Context: an optimization exercise on an open-source flow, tuned for small area, a short achievable clock period and few clock cycles. The choices shown serve that exercise and are no tape-out recipe. No functional check of the RTL was part of this run. No activity file was given, so power comes from the tool's default toggle rates.

File: run.sh
#!/bin/bash
# synth_recipe.tcl (not shown) runs the flow's synth.tcl, then flattens the netlist and writes it again
# the make line also repeats each setting of config.mk as NAME=value (left out here)
make -C /OpenROAD-flow-scripts/flow DESIGN_CONFIG=/design/flow/config.mk WORK_HOME=/design/flow/orfs CLKGATE_MAP_FILE= SYNTH_SCRIPT=/design/flow/synth_recipe.tcl finish
File: constraint.sdc
create_clock -name core_clock -period 10.0 [get_ports {clk}]
set_input_delay 2.0000 -clock core_clock [delete_from_list [all_inputs] [get_ports {clk}]]
set_output_delay 2.0000 -clock core_clock [all_outputs]
set_load 0.01 [all_outputs]
File: config.mk
export PLATFORM = sky130hd
export DESIGN_NAME = bf_machine
export DESIGN_NICKNAME = bf_machine
export VERILOG_FILES = /design/flow/design.v
export SDC_FILE = /design/flow/constraint.sdc
export NUM_CORES = 4
export LEC_CHECK = 0
export CAP_MARGIN = 20
export CORE_MARGIN = 2
export CORE_UTILIZATION = 40
export SLEW_MARGIN = 20
File: design.v
module bf_machine (
  input  logic       clk,
  input  logic       rst,
  input  logic [7:0] rx_data,
  input  logic       new_rx,
  output logic       rx_ready,
  output logic [7:0] tx_data,
  output logic       tx_send,
  input  logic       tx_busy,
  output logic [2:0] state,
  output logic [4:0] err
);
  localparam logic [2:0] S_IDLE  = 3'd0;
  localparam logic [2:0] S_LOAD  = 3'd1;
  localparam logic [2:0] S_EXEC  = 3'd2;
  localparam logic [2:0] S_OUT   = 3'd3;
  localparam logic [2:0] S_IN    = 3'd4;
  localparam logic [2:0] S_SKIPR = 3'd5;
  localparam logic [2:0] S_SKIPL = 3'd6;
  localparam logic [2:0] OP_INC   = 3'd0;
  localparam logic [2:0] OP_DEC   = 3'd1;
  localparam logic [2:0] OP_LEFT  = 3'd2;
  localparam logic [2:0] OP_RIGHT = 3'd3;
  localparam logic [2:0] OP_JZ    = 3'd4;
  localparam logic [2:0] OP_JNZ   = 3'd5;
  localparam logic [2:0] OP_OUT   = 3'd6;
  localparam logic [2:0] OP_IN    = 3'd7;
  localparam int SDEPTH = 4;
  function automatic logic f_is_cmd(input logic [7:0] b);
    case (b)
      8'h2B, 8'h2D, 8'h3C, 8'h3E, 8'h5B, 8'h5D, 8'h2E, 8'h2C: f_is_cmd = 1'b1;
      default: f_is_cmd = 1'b0;
    endcase
  endfunction
  function automatic logic [2:0] f_encode(input logic [7:0] b);
    case (b)
      8'h2B:   f_encode = OP_INC;
      8'h2D:   f_encode = OP_DEC;
      8'h3C:   f_encode = OP_LEFT;
      8'h3E:   f_encode = OP_RIGHT;
      8'h5B:   f_encode = OP_JZ;
      8'h5D:   f_encode = OP_JNZ;
      8'h2E:   f_encode = OP_OUT;
      8'h2C:   f_encode = OP_IN;
      default: f_encode = OP_INC;
    endcase
  endfunction
  logic [2:0] r_prog0 [0:63];
  logic [2:0] r_prog1 [0:63];
  logic [2:0] r_prog2 [0:63];
  logic [2:0] r_prog3 [0:63];
  logic [7:0] r_mem   [0:255];
  logic [2:0] r_state;
  logic [8:0] r_pc;
  logic [8:0] r_plen;
  logic [7:0] r_mp;
  logic [8:0] r_hw;       
  logic [4:0] r_nest;
  logic [4:0] r_err;
  logic [5:0] r_depth;    
  logic       r_deep;     
  logic [7:0] r_stk [0:SDEPTH-1];    
  logic [2:0] r_scnt;
  logic [7:0] r_tx;
  logic [5:0] w_q, w_q1;
  logic [5:0] w_a [0:3];
  logic [2:0] w_b [0:3];
  logic [2:0] w_op [0:3];
  logic [3:0] w_v;        
  logic [8:0] w_rem;
  assign w_q  = r_pc[7:2];
  assign w_q1 = r_pc[7:2] + 6'd1;
  always_comb begin
    for (int b = 0; b < 4; b++) w_a[b] = (2'(b) < r_pc[1:0]) ? w_q1 : w_q;
  end
  assign w_b[0] = r_prog0[w_a[0]];
  assign w_b[1] = r_prog1[w_a[1]];
  assign w_b[2] = r_prog2[w_a[2]];
  assign w_b[3] = r_prog3[w_a[3]];
  always_comb begin
    for (int i = 0; i < 4; i++) w_op[i] = w_b[2'(r_pc[1:0] + 2'(i))];
  end
  assign w_rem = r_plen - r_pc;
  always_comb begin
    for (int i = 0; i < 4; i++) w_v[i] = (w_rem > 9'(i));
  end
  logic       w_fresh;
  logic [7:0] w_cell;
  logic       w_cz;
  assign w_fresh = ({1'b0, r_mp} == r_hw);
  assign w_cell  = w_fresh ? 8'd0 : r_mem[r_mp];
  assign w_cz    = (w_cell == 8'd0);
  logic       w_rx_cmd;
  logic [2:0] w_rx_op;
  logic [8:0] w_plen_eff;
  logic       w_prog_we;
  assign w_rx_cmd   = f_is_cmd(rx_data);
  assign w_rx_op    = f_encode(rx_data);
  assign w_plen_eff = (r_state == S_IDLE) ? 9'd0 : r_plen;
  assign w_prog_we  = ((r_state == S_IDLE) || (r_state == S_LOAD)) && new_rx &&
                      w_rx_cmd && !w_plen_eff[8];
  assign tx_data  = r_tx;
  assign tx_send  = (r_state == S_OUT) && !tx_busy;
  assign rx_ready = (r_state == S_IN);
  assign state    = r_state;
  assign err      = r_err;
  logic [2:0] n_state;
  logic [8:0] n_pc;
  logic [8:0] n_plen;
  logic [7:0] n_mp;
  logic [8:0] n_hw;
  logic [4:0] n_nest;
  logic [4:0] n_err;
  logic [5:0] n_depth;
  logic       n_deep;
  logic [7:0] n_tx;
  logic       s_push, s_pop;
  logic [7:0] s_pushv;
  logic       m_we;
  logic [7:0] m_wd;
  logic [2:0] w_run;
  logic [8:0] w_mpk;       
  logic       w_stk_ok;
  logic [7:0] w_newv;
  logic       w_brk;       
  logic [4:0] w_sn;
  logic       w_sfound;
  logic [2:0] w_sidx;
  logic       w_send;
  logic [2:0] w_slim;
  always_comb begin
    w_run = 3'd1;
    if (w_v[1] && w_op[1] == w_op[0]) begin
      w_run = 3'd2;
      if (w_v[2] && w_op[2] == w_op[0]) begin
        w_run = 3'd3;
        if (w_v[3] && w_op[3] == w_op[0]) w_run = 3'd4;
      end
    end
  end
  assign w_stk_ok = (r_scnt != 3'd0) && !r_deep;
  assign w_mpk    = {1'b0, r_mp} + 9'(w_run);
  assign w_newv   = (w_op[0] == OP_INC) ? (w_cell + 8'(w_run)) : (w_cell - 8'(w_run));
  always_comb begin
    w_brk = 1'b0;
    case (w_run)
      3'd1: w_brk = w_v[1] && (w_op[1] == OP_JNZ);
      3'd2: w_brk = w_v[2] && (w_op[2] == OP_JNZ);
      3'd3: w_brk = w_v[3] && (w_op[3] == OP_JNZ);
      default: w_brk = 1'b0;
    endcase
    w_brk = w_brk && w_stk_ok;
  end
  always_comb begin
    w_sn     = r_nest;
    w_sfound = 1'b0;
    w_send   = 1'b0;
    w_sidx   = 3'd0;
    w_slim   = r_deep ? 3'd1 : 3'd4;
    for (int i = 0; i < 4; i++) begin
      if (!w_sfound && !w_send && 3'(i) < w_slim) begin
        if (!w_v[i]) begin
          w_send = 1'b1;
        end else if (w_op[i] == OP_JNZ) begin
          if (w_sn == 5'd0) begin
            w_sfound = 1'b1;
            w_sidx   = 3'(i);
          end else begin
            w_sn = w_sn - 5'd1;
          end
        end else if (w_op[i] == OP_JZ) begin
          w_sn = w_sn + 5'd1;
        end
      end
    end
  end
  always_comb begin
    n_state = r_state;
    n_pc    = r_pc;
    n_plen  = r_plen;
    n_mp    = r_mp;
    n_hw    = r_hw;
    n_nest  = r_nest;
    n_err   = r_err;
    n_depth = r_depth;
    n_deep  = r_deep;
    n_tx    = r_tx;
    s_push  = 1'b0;
    s_pop   = 1'b0;
    s_pushv = r_pc[7:0] + 8'd1;
    m_we    = 1'b0;
    m_wd    = 8'd0;
    case (r_state)
      S_IDLE, S_LOAD: begin
        if (new_rx) begin
          if (r_state == S_IDLE) begin
            n_err   = 5'd0;
            n_depth = 6'd0;
            n_deep  = 1'b0;
          end
          if (rx_data == 8'h21) begin
            n_plen  = w_plen_eff;
            n_state = S_EXEC;
            n_pc    = 9'd0;
            n_mp    = 8'd0;
            n_hw    = 9'd0;
          end else if (w_rx_cmd) begin
            if (w_plen_eff[8]) begin
              n_err[4] = 1'b1;
              n_state  = S_IDLE;
            end else begin
              n_plen  = w_plen_eff + 9'd1;
              n_state = S_LOAD;
              if (rx_data == 8'h5B) begin
                if (n_depth == 6'd31) n_deep = 1'b1;
                if (!n_depth[5]) n_depth = n_depth + 6'd1;
              end else if (rx_data == 8'h5D) begin
                if (n_depth != 6'd0) n_depth = n_depth - 6'd1;
              end
            end
          end else begin
            n_plen  = w_plen_eff;
            n_state = S_LOAD;
          end
        end
      end
      S_EXEC: begin
        if (!w_v[0]) begin
          n_state = S_IDLE;
        end else begin
          case (w_op[0])
            OP_INC, OP_DEC: begin
              m_we = 1'b1;
              m_wd = w_newv;
              if (w_brk) begin
                if (w_newv != 8'd0) begin
                  n_pc = {1'b0, r_stk[0]};
                end else begin
                  n_pc  = r_pc + 9'(w_run) + 9'd1;
                  s_pop = 1'b1;
                end
              end else begin
                n_pc = r_pc + 9'(w_run);
              end
            end
            OP_RIGHT: begin
              if (w_mpk[8]) begin
                n_err[2] = 1'b1;
                n_state  = S_IDLE;
              end else if (w_mpk <= r_hw) begin
                n_mp = w_mpk[7:0];
                n_pc = r_pc + 9'(w_run);
              end else begin
                if (w_fresh) m_we = 1'b1;
                n_mp = r_mp + 8'd1;
                n_pc = r_pc + 9'd1;
              end
            end
            OP_LEFT: begin
              if ({1'b0, r_mp} < 9'(w_run)) begin
                n_err[3] = 1'b1;
                n_state  = S_IDLE;
              end else begin
                n_mp = r_mp - 8'(w_run);
                n_pc = r_pc + 9'(w_run);
              end
            end
            OP_JZ: begin
              if (w_v[2] && (w_op[1] == OP_INC || w_op[1] == OP_DEC) && w_op[2] == OP_JNZ) begin
                m_we = 1'b1;
                m_wd = 8'd0;
                n_pc = r_pc + 9'd3;
              end else if (w_cz) begin
                n_nest  = 5'd0;
                n_pc    = r_pc + 9'd1;
                n_state = S_SKIPR;
              end else begin
                n_pc   = r_pc + 9'd1;
                s_push = !r_deep;
              end
            end
            OP_JNZ: begin
              if (w_cz) begin
                n_pc  = r_pc + 9'd1;
                s_pop = (r_scnt != 3'd0);
              end else if (w_stk_ok) begin
                n_pc = {1'b0, r_stk[0]};
              end else if (r_pc == 9'd0) begin
                n_err[0] = 1'b1;
                n_state  = S_IDLE;
              end else begin
                n_nest  = 5'd0;
                n_pc    = r_pc - 9'd1;
                n_state = S_SKIPL;
              end
            end
            OP_OUT: begin
              n_tx    = w_cell;
              n_state = S_OUT;
            end
            default: begin  
              n_state = S_IN;
            end
          endcase
        end
      end
      S_OUT: begin
        if (!tx_busy) begin
          n_pc    = r_pc + 9'd1;
          n_state = S_EXEC;
        end
      end
      S_IN: begin
        if (new_rx) begin
          m_we    = 1'b1;
          m_wd    = rx_data;
          n_pc    = r_pc + 9'd1;
          n_state = S_EXEC;
        end
      end
      S_SKIPR: begin
        if (w_send) begin
          n_err[0] = 1'b1;
          n_state  = S_IDLE;
        end else if (w_sfound) begin
          n_pc    = r_pc + 9'(w_sidx) + 9'd1;
          n_state = S_EXEC;
        end else if (r_deep && w_op[0] == OP_JZ && r_nest == 5'd31) begin
          n_err[1] = 1'b1;
          n_state  = S_IDLE;
        end else begin
          n_nest = w_sn;
          n_pc   = r_pc + 9'(w_slim);
        end
      end
      S_SKIPL: begin
        case (w_op[0])
          OP_JNZ: begin
            if (r_nest == 5'd31) begin
              n_err[1] = 1'b1;
              n_state  = S_IDLE;
            end else if (r_pc == 9'd0) begin
              n_err[0] = 1'b1;
              n_state  = S_IDLE;
            end else begin
              n_nest = r_nest + 5'd1;
              n_pc   = r_pc - 9'd1;
            end
          end
          OP_JZ: begin
            if (r_nest == 5'd0) begin
              n_pc    = r_pc + 9'd1;
              n_state = S_EXEC;
              s_push  = !r_deep;
            end else if (r_pc == 9'd0) begin
              n_err[0] = 1'b1;
              n_state  = S_IDLE;
            end else begin
              n_nest = r_nest - 5'd1;
              n_pc   = r_pc - 9'd1;
            end
          end
          default: begin
            if (r_pc == 9'd0) begin
              n_err[0] = 1'b1;
              n_state  = S_IDLE;
            end else begin
              n_pc = r_pc - 9'd1;
            end
          end
        endcase
      end
      default: n_state = S_IDLE;
    endcase
    if (m_we && w_fresh) n_hw = r_hw + 9'd1;
  end
  always_ff @(posedge clk) begin
    if (w_prog_we) begin
      case (w_plen_eff[1:0])
        2'd0: r_prog0[w_plen_eff[7:2]] <= w_rx_op;
        2'd1: r_prog1[w_plen_eff[7:2]] <= w_rx_op;
        2'd2: r_prog2[w_plen_eff[7:2]] <= w_rx_op;
        default: r_prog3[w_plen_eff[7:2]] <= w_rx_op;
      endcase
    end
    if (m_we) r_mem[r_mp] <= m_wd;
    if (s_push) begin
      r_stk[0] <= s_pushv;
      for (int i = 1; i < SDEPTH; i++) r_stk[i] <= r_stk[i-1];
    end else if (s_pop) begin
      for (int i = 0; i < SDEPTH-1; i++) r_stk[i] <= r_stk[i+1];
    end
    r_tx <= n_tx;
  end
  always_ff @(posedge clk or posedge rst) begin
    if (rst) begin
      r_state <= S_IDLE;
      r_pc    <= 9'd0;
      r_plen  <= 9'd0;
      r_mp    <= 8'd0;
      r_hw    <= 9'd0;
      r_nest  <= 5'd0;
      r_err   <= 5'd0;
      r_depth <= 6'd0;
      r_deep  <= 1'b0;
      r_scnt  <= 3'd0;
    end else begin
      r_state <= n_state;
      r_pc    <= n_pc;
      r_plen  <= n_plen;
      r_mp    <= n_mp;
      r_hw    <= n_hw;
      r_nest  <= n_nest;
      r_err   <= n_err;
      r_depth <= n_depth;
      r_deep  <= n_deep;
      if (r_state == S_IDLE || r_state == S_LOAD) begin
        r_scnt <= 3'd0;
      end else if (s_push) begin
        if (r_scnt != 3'(SDEPTH)) r_scnt <= r_scnt + 3'd1;
      end else if (s_pop) begin
        r_scnt <= r_scnt - 3'd1;
      end
    end
  end
endmodule
==> notes.md <==
[Yosys cell counts (58+ instances only)]
master / instances
sky130_fd_sc_hd__buf_2: 64
sky130_fd_sc_hd__mux4_2: 799
sky130_fd_sc_hd__nor3_1: 151
sky130_fd_sc_hd__a21oi_1: 128
sky130_fd_sc_hd__edfxtp_1: 2856
sky130_fd_sc_hd__clkbuf_1: 248
sky130_fd_sc_hd__nor2_1: 608
sky130_fd_sc_hd__ha_1: 81
sky130_fd_sc_hd__dfrtp_1: 58
sky130_fd_sc_hd__o21ai_0: 134
sky130_fd_sc_hd__mux2i_1: 257
sky130_fd_sc_hd__nand3_1: 115
sky130_fd_sc_hd__nand2_1: 283
sky130_fd_sc_hd__a22oi_1: 94
sky130_fd_sc_hd__xnor2_1: 85
sky130_fd_sc_hd__buf_1: 65
sky130_fd_sc_hd__inv_1: 78
[final timing paths]
| path | end | startpoint | slack, ns | cells past startpoint |
|---|---|---|---|---|
| max | r_mem[45][5]$_DFFE_PP_ | r_pc[4]$_DFFE_PP0P_ | 0.43 | 36 |
| min | r_stk[3][1]$_DFFE_PP_ | r_stk[2][1]$_DFFE_PP_ | 0.45 | 0 |
| max reg2reg | r_mem[45][5]$_DFFE_PP_ | r_pc[4]$_DFFE_PP0P_ | 0.43 | 36 |
| min reg2reg | r_stk[3][1]$_DFFE_PP_ | r_stk[2][1]$_DFFE_PP_ | 0.45 | 0 |
| max in group asynchronous | r_mp[3]$_DFFE_PP0P_ | rst | 7.56 | 3 |
| min in group asynchronous | r_state[0]$_DFFE_PP0P_ | rst | 1.74 | 3 |
[layer usage]
layer | up-vias | global-route usage | routed length (µm)
met2 | 3477 | 0.346 | 165000
li1 | 28500 | - | -
met5 | - | 0 | 69
met4 | 10 | 0.0814 | 14100
met1 | 35900 | 0.299 | 140000
met3 | 670 | 0.0335 | 26600
[layout make-up]
class | instances | area, µm² | area share
inverters | 85 | 328 | 0.00232
clock buffers | 361 | 8010 | 0.0567
repair buffers | 305 | 3130 | 0.0222
multi-input cells | 3446 | 35400 | 0.251
flip-flops and latches | 2914 | 87200 | 0.618
well taps | 4120 | 5150 | 0.0365
clock inverters | 180 | 1950 | 0.0138
diodes | 6 | 15.0 | 0.000106
[through the flow]
| stage | setup TNS (ns) | cells |
|---|---|---|
| 2_1_floorplan | -76.39 | 6871 |
| 3_3_place_gp | -36.74 | 10900 |
| 3_5_place_dp | -12.04 | 10900 |
| 4_1_cts | -0.782 | 11400 |
| 5_1_grt | 0 | 11400 |
| 6_report | 0 | 11400 |
[power by group through the flow]
| stage | logic (mW) | registers (mW) | clock network (mW) |
|---|---|---|---|
| after global routing | 18.1 | 15.1 | 12.0 |
| after detailed placement | 16.8 | 15.4 | 0 |
| after floorplan | 10.8 | 15.3 | 0 |
| final | 17.1 | 15.1 | 11.4 |
| after global placement | 16.7 | 15.4 | 0 |
| after CTS | 16.9 | 15.1 | 11.5 |
[cells by family after synthesis]
group | count (synthesis)
AO/OA/AOI/OAI | 744
flip-flops | 2914
XOR/XNOR | 103
AND/OR/NAND/NOR | 1409
buffers and inverters | 511
multiplexers | 1102
adder cells (fa/ha/maj) | 88
[timing repair]
item	4_1_cts	5_1_grt
setup buffers	0	11
hold buffers	0	0
gates resized for setup	13	115
setup endpoints to repair	120	2084
pin swaps	0	2
[state kept, by name (all words and copies together), names as in the netlist]
name	cells
r_deep	1
r_depth	6
r_nest	5
r_prog2	192
r_hw	9
r_mem	2048
r_pc	9
r_tx	8
r_scnt	3
r_state	3
r_err	5
r_stk	32
r_prog0	192
r_mp	8
r_prog1	192
r_plen	9
r_prog3	192
==> metrics list <==
- The flow ran to the end and the layout has no timing, DRC or antenna violations.
- Max-cap violations in this run came to 0.
- Worst setup skew after layout: 0.0905 ns
- The die covers 0.315 mm².
- Xor and xnor fraction of the mapped netlist area: 0.00731
- Measured along the y axis, the die boundary spans 562 µm.
* Number of design rule violations left after detail routing: 0
- Non-Filler Cell Area, Final: 0.141 mm²
* Placeable core region: 0.309 mm²
- Portion of total power attributed to sequential cells: 0.347
- Total global routing overflow: 0
- Average wire per standard cell: 30.3 µm
- Among all stages on the critical path, the largest delay is contributed by sky130_fd_sc_hd__nor2b_2.
- Measured against its own limit, the worst slew margin works out to 0.211.
* Share of cell area taken by muxes after synthesis: 0.170
* Synth async-reset ratio: 0.0199
- Input/output buffers: 29
- Of the total synthesized cell area, the portion taken by AND, OR, NAND and NOR gates is 0.0516.
- Vias/cell: 6.01
* CTS tree: yes
* Leakage power total: 41.7 nW
- Clock buffers created by TritonCTS: 303
- The routed design has 346000 µm of wire.
- Area added between synthesis and finish: 13.6%
- Across every metal layer, demand over resource in global routing totals 0.216.
- Largest net degree at the start of global routing: 185
- The share of total power dissipated in combinational logic is 0.392.
- The number of antenna violations at the first check in global routing was 7.
* Post-Synthesis Cells: 6871
* Maximum net fanout on the critical path: 21
- The analysis attributes to net switching a power of 15.8 mW.
- The worst setup path is launched from a flop.
- After synthesis, the largest family of logic cells by area is multiplexers.
- Setup repair after global routing left no endpoint under its margin.
- Worst setup margin: 0.429 ns
- Leading cell type in the layout, fill and taps excluded: sky130_fd_sc_hd__edfxtp_1
- Maximum clock insertion buffer count: 4
- Number of buffers and inverters on the critical path: 4
- Counting stages on the worst path, the most repeated cell is sky130_fd_sc_hd__a21oi_1.
* Post-synth EDFFs: 2856
- In the layout the commonest cells are 2856 x sky130_fd_sc_hd__edfxtp_1, 799 x sky130_fd_sc_hd__mux4_2, 492 x sky130_fd_sc_hd__nor2_1.
- Placed Area: 0.131 mm²
- Cell type group with the largest total delay on the critical path: simple AND/OR/NAND/NOR gates
- Actual transition at the worst max-transition pin: 1.18 ns
* Final hold slack: 0.450 ns
- The largest total area in the synthesized netlist belongs to sky130_fd_sc_hd__edfxtp_1.
* Warning count from the yosys run: 5
- Yosys mapped the design onto 118 distinct sky130hd cell types.
- After synthesis the cells add up to 0.124 mm².
* Synthesized Nets: 6971
- Pre-antenna DRT Iters: 8
- For this run, the share of the core covered by cells in the final layout is 0.457.
* Internal Pwr Total: 27.8 mW
- Detailed placement finished with a half-perimeter wire length of 223000 µm.
- 30 I/O pins were placed.
* Horiz. Die Dim: 562 µm
- The number of global-route vias before repair is 68100.
- Counting I/O delays and the setup requirement, the final critical path takes 9.57 ns.
- The average instance in the mapped netlist occupies 18.1 µm².
- Data arrival time of the worst path: 10.07 ns
- Power per cell area: 309 mW/mm²
- Later-pin clock latency in the skew report: 0.88 ns
- H-Tree Depth: 5
* Total via count in the routed design: 68600
* Initial cell density of the core: 0.402
* Filler Cells Inserted: 25700
- The detail route stage leaves a number of antenna-violating nets equal to 0.
* Number of clock sinks: 2914
- Of the post-synthesis cell area, the dominant cell type holds 0.690.
* Compound-cell area share of the yosys netlist: 0.0419
* Setup-failing EPs final: 0
- STA classifies the critical path endpoint as a flop.
- The critical path is of the reg2reg type.
* Stage delay of the slowest cell on the critical path: 0.80 ns
- Critical path required time: 10.50 ns
* Wire length of the first global-routing pass: 500000 µm
* Post-place setup slack: -0.163 ns
- In this run, synthesis produced a sequential element count of 2914.
* Adder-cell share of the synthesized area: 0.00928
- The worst-case IR drop observed on VDD is 0.406 mV.
- Share of total power in the clock network: 0.261
- Std cell rows: 204
- Type of the tightest min-delay check: reg2reg
* Post-route total power: 43.6 mW
* Number of hold violations in the final report: 0
* Weighted congestion at the end of routability-driven global placement: 0.932
* Fin nets: 7155
* Clk slew on worst S/H paths: 0.07 ns
- In this run, the number of DRC markers left after iteration 0 of detailed routing was 8570.
- Fraction of power spent switching nets: 0.363
- Sequential-to-total area share from yosys stat: 0.701
* Fmax: 104 MHz
- Fraction of layout instances using a drive strength above 1: 0.249
- The most used flip-flop cell after synthesis is sky130_fd_sc_hd__edfxtp_1.
- Cell types occupying the most area after synthesis: sky130_fd_sc_hd__edfxtp_1 69%, sky130_fd_sc_hd__mux4_2 14%, sky130_fd_sc_hd__mux2i_1 2.1%
- Part of the cycle the worst path needs: 0.957
* Clock root buffer: sky130_fd_sc_hd__clkbuf_16
- The total count of max-transition violations in the final report was 0.

-- static timing again, ports no longer ideal --
In the flow no input, the clock included, has a driving cell. The finished layout below was timed again as built, in two steps. Step 1: set_driving_cell puts a clkbuf_16 on clk and a buf_2 on each other input, an assumption about the parent block. Step 2 adds t to the input delays and takes it off the output delays; t is the mean of the earliest and latest rising clock arrival at the registers after step 1. Input paths then give back, and output paths get back, about the clock's delay inside the block. Three values: ideal ports, drivers, drivers and shift; two values: the first two.
t (ns): 0.929
slack for setup (ns): 0.429 / 0.429 / 0.429
worst data-port slew with drivers (ns): 0.04
After both steps this run still meets setup and hold. For this run, drivers alone change the setup slack by 0.000 ns; drivers and shift together by 0.000 ns.
